Source: an optimization exercise on an open RTL-to-GDS flow (aim: small area, a short achievable clock period and few clock cycles per item). Production flows keep margins and buffers that such runs may drop. In this exercise RTL edits were held to simulation tests only and were not proved equivalent to the original.

**flow/run.sh**
```bash
#!/bin/bash
# synth_recipe.tcl (not shown) runs the flow's synth.tcl, then flattens the netlist and writes it again
# the make line also repeats each setting of config.mk as NAME=value (left out here)
make -C /OpenROAD-flow-scripts/flow DESIGN_CONFIG=/design/flow/config.mk WORK_HOME=/design/flow/orfs CLKGATE_MAP_FILE= SYNTH_SCRIPT=/design/flow/synth_recipe.tcl finish
```
**flow/design.v**
```verilog
package sri_pkg;
  localparam int unsigned COORD_WIDTH_DEFAULT = 16;
  localparam int unsigned COORD_WIDTH_MIN = 8;
  localparam int unsigned COORD_WIDTH_MAX = 32;
endpackage
module sri_edge_chk #(
  parameter int unsigned DEPTH = 6
) (
  input  logic clk_i,
  input  logic rst_ni,
  input  logic push_i,
  input  logic data_i,
  input  logic pop_i,
  output logic valid_o,
  output logic data_o
);
  logic [DEPTH-1:0] vld_q;
  logic [DEPTH-1:0] dat_q;
  logic [DEPTH:0]   vld_s;
  logic [DEPTH:0]   dat_s;
  assign vld_s = pop_i ? {1'b0, vld_q} >> 1 : {1'b0, vld_q};
  assign dat_s = pop_i ? {1'b0, dat_q} >> 1 : {1'b0, dat_q};
  always_ff @(posedge clk_i or negedge rst_ni) begin
    if (!rst_ni) begin
      vld_q <= '0;
    end else begin
      for (int i = 0; i < DEPTH; i++) begin
        vld_q[i] <= vld_s[i] | (push_i & (i == 0 ? 1'b1 : vld_s[i-1]));
      end
    end
  end
  always_ff @(posedge clk_i) begin
    for (int i = 0; i < DEPTH; i++) begin
      if (!vld_s[i] && (i == 0 || vld_s[i-1])) dat_q[i] <= data_i;
      else dat_q[i] <= dat_s[i];
    end
  end
  assign valid_o = vld_q[0];
  assign data_o  = dat_q[0];
endmodule
module segment_rect_intersect #(
  parameter int unsigned COORD_WIDTH = sri_pkg::COORD_WIDTH_DEFAULT
) (
  input  logic                 clk_i,
  input  logic                 rst_ni,
  input  logic                 in_valid_i,
  output logic                 in_ready_o,
  input  logic signed [COORD_WIDTH-1:0] seg_x1_i,
  input  logic signed [COORD_WIDTH-1:0] seg_y1_i,
  input  logic signed [COORD_WIDTH-1:0] seg_x2_i,
  input  logic signed [COORD_WIDTH-1:0] seg_y2_i,
  input  logic signed [COORD_WIDTH-1:0] rect_left_i,
  input  logic signed [COORD_WIDTH-1:0] rect_top_i,
  input  logic        [COORD_WIDTH-2:0] rect_width_i,
  input  logic        [COORD_WIDTH-2:0] rect_height_i,
  output logic                 out_valid_o,
  input  logic                 out_ready_i,
  output logic                 hit_o
);
  localparam int unsigned CW = COORD_WIDTH;
  localparam int unsigned DW = CW + 1;       
  localparam int unsigned PW = 2 * CW + 3;   
  localparam int unsigned NSTAGE = 2;        
  localparam int unsigned CAP = NSTAGE + 2;  
  logic fire_in, fire_out, hit_d;
  logic [CAP-1:0] cnt_q;                     
  logic [NSTAGE-1:0] v_q;
  assign in_ready_o = ~cnt_q[CAP-1];
  assign fire_in    = in_valid_i & ~cnt_q[CAP-1];
  assign fire_out   = out_valid_o & out_ready_i;
  always_ff @(posedge clk_i or negedge rst_ni) begin
    if (!rst_ni) begin
      cnt_q <= '0;
      v_q   <= '0;
    end else begin
      if (fire_in & ~fire_out) cnt_q <= {cnt_q[CAP-2:0], 1'b1};
      else if (~fire_in & fire_out) cnt_q <= {1'b0, cnt_q[CAP-1:1]};
      v_q <= {v_q[NSTAGE-2:0], fire_in};
    end
  end
  logic signed [DW-1:0] dx_d, dy_d, a_d, c_d;
  logic signed [DW-1:0] dx_q, dy_q, a_q, c_q;
  logic signed [DW:0]   w_q, h_q;
  assign dx_d = DW'(seg_x1_i) - DW'(seg_x2_i);
  assign dy_d = DW'(seg_y1_i) - DW'(seg_y2_i);
  assign a_d  = DW'(seg_x1_i) - DW'(rect_left_i);
  assign c_d  = DW'(seg_y1_i) - DW'(rect_top_i);
  always_ff @(posedge clk_i) begin
    dx_q <= dx_d;
    dy_q <= dy_d;
    a_q  <= a_d;
    c_q  <= c_d;
    w_q  <= {3'b000, rect_width_i};
    h_q  <= {3'b000, rect_height_i};
  end
  logic signed [DW+1:0] x2l, x1r, x2r, y2t, y1b, y2b;
  logic top_en, bot_en, lft_en, rgt_en;
  logic signed [PW-1:0] pa, pb, pw, ph;
  logic signed [PW-1:0] pa_q, pb_q, pw_q, ph_q;
  logic top_en_q, bot_en_q, lft_en_q, rgt_en_q;
  assign x2l = a_q - dx_q;
  assign x1r = a_q - w_q;
  assign x2r = a_q - dx_q - w_q;
  assign y2t = c_q - dy_q;
  assign y1b = c_q - h_q;
  assign y2b = c_q - dy_q - h_q;
  function automatic logic straddle(input logic signed [DW+1:0] p, input logic signed [DW+1:0] q);
    straddle = !((p > 0) && (q > 0)) && !((p < 0) && (q < 0));
  endfunction
  assign top_en = (dy_q != 0) && (w_q != 0) && straddle(DW'(c_q), y2t);
  assign bot_en = (dy_q != 0) && (w_q != 0) && straddle(y1b, y2b);
  assign lft_en = (dx_q != 0) && (h_q != 0) && straddle(DW'(a_q), x2l);
  assign rgt_en = (dx_q != 0) && (h_q != 0) && straddle(x1r, x2r);
  assign pa = a_q * dy_q;
  assign pb = c_q * dx_q;
  assign pw = w_q * dy_q;
  assign ph = h_q * dx_q;
  always_ff @(posedge clk_i) begin
    pa_q <= pa;
    pb_q <= pb;
    pw_q <= pw;
    ph_q <= ph;
    top_en_q <= top_en;
    bot_en_q <= bot_en;
    lft_en_q <= lft_en;
    rgt_en_q <= rgt_en;
  end
  logic signed [PW-1:0] o_tl, o_tr, o_bl, o_br;
  assign o_tl = pa_q - pb_q;
  assign o_tr = o_tl - pw_q;
  assign o_bl = o_tl + ph_q;
  assign o_br = o_tr + ph_q;
  function automatic logic apart(input logic signed [PW-1:0] p, input logic signed [PW-1:0] q);
    apart = !((p > 0) && (q > 0)) && !((p < 0) && (q < 0));
  endfunction
  assign hit_d = (top_en_q && apart(o_tl, o_tr)) ||
                 (bot_en_q && apart(o_bl, o_br)) ||
                 (lft_en_q && apart(o_tl, o_bl)) ||
                 (rgt_en_q && apart(o_tr, o_br));
  sri_edge_chk #(.DEPTH(CAP)) u_queue (
    .clk_i   (clk_i),
    .rst_ni  (rst_ni),
    .push_i  (v_q[NSTAGE-1]),
    .data_i  (hit_d),
    .pop_i   (fire_out),
    .valid_o (out_valid_o),
    .data_o  (hit_o)
  );
endmodule
```
**flow/config.mk**
```make
export PLATFORM = sky130hd
export DESIGN_NAME = segment_rect_intersect
export DESIGN_NICKNAME = segment_rect_intersect
export VERILOG_FILES = /design/flow/design.v
export SDC_FILE = /design/flow/constraint.sdc
export NUM_CORES = 4
export LEC_CHECK = 0
export CAP_MARGIN = 20
export CORE_MARGIN = 2
export CORE_UTILIZATION = 40
export SLEW_MARGIN = 20
```
**flow/constraint.sdc**
```tcl
create_clock -name core_clock -period 8.0 [get_ports {clk_i}]
set_input_delay 1.6000 -clock core_clock [delete_from_list [all_inputs] [get_ports {clk_i}]]
set_output_delay 1.6000 -clock core_clock [all_outputs]
set_load 0.01 [all_outputs]
```
==> run notes <==
Largest net degree at the start of global routing: 27
Clock transition at path regs: 0.06 ns
Ports: 133
# setup viols final: 0
Area grow syn2layout: 10.5%
EDFF count, synth: 4
Final worst slack: 0.299 ns
Routed len/inst: 20.8 um
Final WL: 201 mm
Fin Setup TNS: 0 ns
WS Path Type: flop to flop
Mapped cell area: 62300 sq um
Post-route ant nets: 0
Htree depth: 2
Hold path depth: 0
Seq/Total Area, Yosys: 0.0818
Fmax: 0.130 GHz
Die ar.: 159000 sq um
RSZ-0062 raised after global routing: true
CP max FO: 7
Distinct cells, synth: 119
FF-to-FF path depth: 31
Placed insts: 9561
Avg Cell Area, Syn: 8.46 sq um
Hold slack: 0.349 ns
CTS Root Cell: clkbuf_16
Max Cap Violations: 0
Total GRT Usage: 0.256
Avg Vias per Cell: 5.33
Most common library cell in the layout ignoring fill and taps: inv_1
Hold path start: v_q[0]$_DFF_PN0_
Routability cong.: 0.977
R2R Path Start: pa_q[0]$_DFF_P_
Initial antenna violation count: 9
Synth Flop Type: dfxtp_1
Layout cells sized above 1: 0.0595
Clk latency of the worst-skew pair: 0.65 ns
R2r setup slk: 0.30 ns
CP Launch Point: pa_q[0]$_DFF_P_
Clock sinks: 250
DP HPWL: 170 mm
Core Area: 154000 sq um
Fin area: 68800 sq um
Clk_skew: 0.0565 ns
Final Max Tran Viols: 0
Layout Cells excl Fill: 9643
CP max-delay cell: or4b_1
Pre-CTS setup slack: -0.315 ns
Status: finished clean
GR Overflow Total: 0
DR DRC count: 0
Drt pass-1 iters: 6
Vias post-DR: 51418
Initial core utilization: 0.403
DIE WIDTH: 399 um
CTS buffer count: 38
Final Util: 0.446
Vias in the first global route: 53511
PortBufs: 132
Dpl cell area: 67200 sq um
R2r endpoint: u_queue.dat_q[2]$_DFFE_PP_
Worst rel slew slack: 0.196
Fin nets: 9453
Die Height: 399 um
Most frequent cells in the layout: inv_1 (1528), fa_1 (1123), nand2_1 (796), ha_1 (630), nor2_1 (593)
Fill cells: 15194
Worst slew pin tran: 1.20 ns
Yosys reg bits: 250
Minimum clock period: 7.70 ns
CTS tree: built
First-pass GRT wire length: 311 mm
Syn_nets: 9252
Cell Rows: 144
Hold Path End: v_q[1]$_DFF_PN0_
Worst min-delay path class: flop to flop
Starting DRC count in detailed routing: 3387
Worst path required time: 8.32 ns
Final hold vios: 0
CP Launch Type: flop
Warnings from Yosys: 3
Final critical-path share of the clock period: 0.963
CP endpoint kind: flop
Synth async-reset ratio: 0.0400
Worst EP arrival: 8.02 ns
Slowest Stage Delay on Critical Path: 0.46 ns
Mapped Cells: 7365
Buffer depth of the longest clock path: 3
## cell usage after synthesis, types with 80 or more instances
cell / n / area (sq um)
xnor2_1: 195 / 1710
nand2_1: 796 / 2990
inv_1: 1529 / 5740
clkbuf_1: 215 / 807
o21ai_0: 231 / 1160
and2_1: 243 / 1520
dfxtp_1: 236 / 4720
nand3_1: 95 / 475
a21oi_1: 270 / 1350
nor3_1: 83 / 415
fa_1: 1124 / 22500
a21o_1: 80 / 601
nor2_1: 594 / 2230
ha_1: 633 / 7920
## state kept, by name, summed over array words and instances (netlist names), 17 cells and up
register / cells
a_q: 17
c_q: 17
dx_q: 17
dy_q: 17
pa_q: 34
pb_q: 34
ph_q: 33
pw_q: 33
## kinds of logic (layout without fill, tap and decap cells)
family                   count (synthesis)  count (layout)  share of synthesized area
other                                    0               3                          0
multiplexers                            26              26                    0.00422
AND/OR/NAND/NOR                       2205            2205                      0.165
AO/OA/AOI/OAI                         1074            1074                      0.115
buffers and inverters                 1792            2023                      0.108
XOR/XNOR                               260             260                     0.0366
adder cells (fa/ha/maj)               1758            1758                      0.489
flip-flops                             250             250                     0.0818
## critical path: cells and delay by family (launching register included)
family          cells  cell delay, ns
xor+xnor            2            0.48
flops               1            0.30
compound gates     15            3.41
simple gates        6            1.51
fa+ha+maj           4            1.30
buf+inv             4            0.40
## how the worst max path moves through the flow
stage                                      end  slack (ns)  cells after the start
finish              u_queue.dat_q[2]$_DFFE_PP_        0.30                     31
global route        u_queue.dat_q[2]$_DFFE_PP_       -0.17                     35
CTS                 u_queue.dat_q[2]$_DFFE_PP_        0.03                     41
detailed placement  u_queue.dat_q[2]$_DFFE_PP_       -0.32                     34
global placement    u_queue.dat_q[1]$_DFFE_PP_       -0.20                     36
floorplan           u_queue.dat_q[1]$_DFFE_PP_        0.75                     33
## area by class of cell
type	instances	area [sq um]	area share
Clock inverter	25	334	0.00486
Inverter	1553	5830	0.0847
Tap cell	2044	2560	0.0372
Clock buffer	45	987	0.0143
Multi-Input combinational cell	5323	50600	0.736
Antenna cell	3	7.51	0.000109
Sequential cell	250	5100	0.0741
Timing Repair Buffer	400	3350	0.0486
## metal layers
| layer | vias up | track usage | wire length, um |
|---|---|---|---|
| met5 | - | 0 | 52 |
| li1 | 23637 | - | - |
| met4 | 8 | 0.0958 | 8790 |
| met1 | 25656 | 0.337 | 85400 |
| met3 | 392 | 0.0448 | 14000 |
| met2 | 1725 | 0.421 | 92300 |
## repair_timing
action	in CTS	in global routing
resized for setup	12	27
pin swaps	2	27
setup buffers	2	8
setup endpoints to repair	4	5
hold buffers	0	0
Testbench counts, summed over its fixed seeds: cycles 16,024, items 16,000.

[separate check: timing with driven ports]
In the flow no input, the clock included, has a driving cell. The finished layout below was timed again as built, in two steps. Step 1 sets driving cells, clkbuf_16 on the clock port and buf_2 on the other inputs (assumed; they add their load-dependent delay and slew). Step 2 moves the port delays by t, midway between the first and last clock arrival at a register: inputs arrive t later, outputs are due t later. That takes back most of the time a late clock gives input paths. Slacks: no drivers / after step 1 / after step 2; pairs: no drivers / after step 1.
t (ns): 0.692
slack for setup (ns): 0.299 / 0.299 / 0.299
hold WS [ns]: 0.349 / 0.349 / 0.349
clock arrival spread, ns: 0.057 / 0.057
worst slew at a driven data input, ns: 0.08
After both steps setup and hold are still met in this run. The setup slack of this run moves by 0.000 ns with the drivers and by 0.000 ns with both steps.
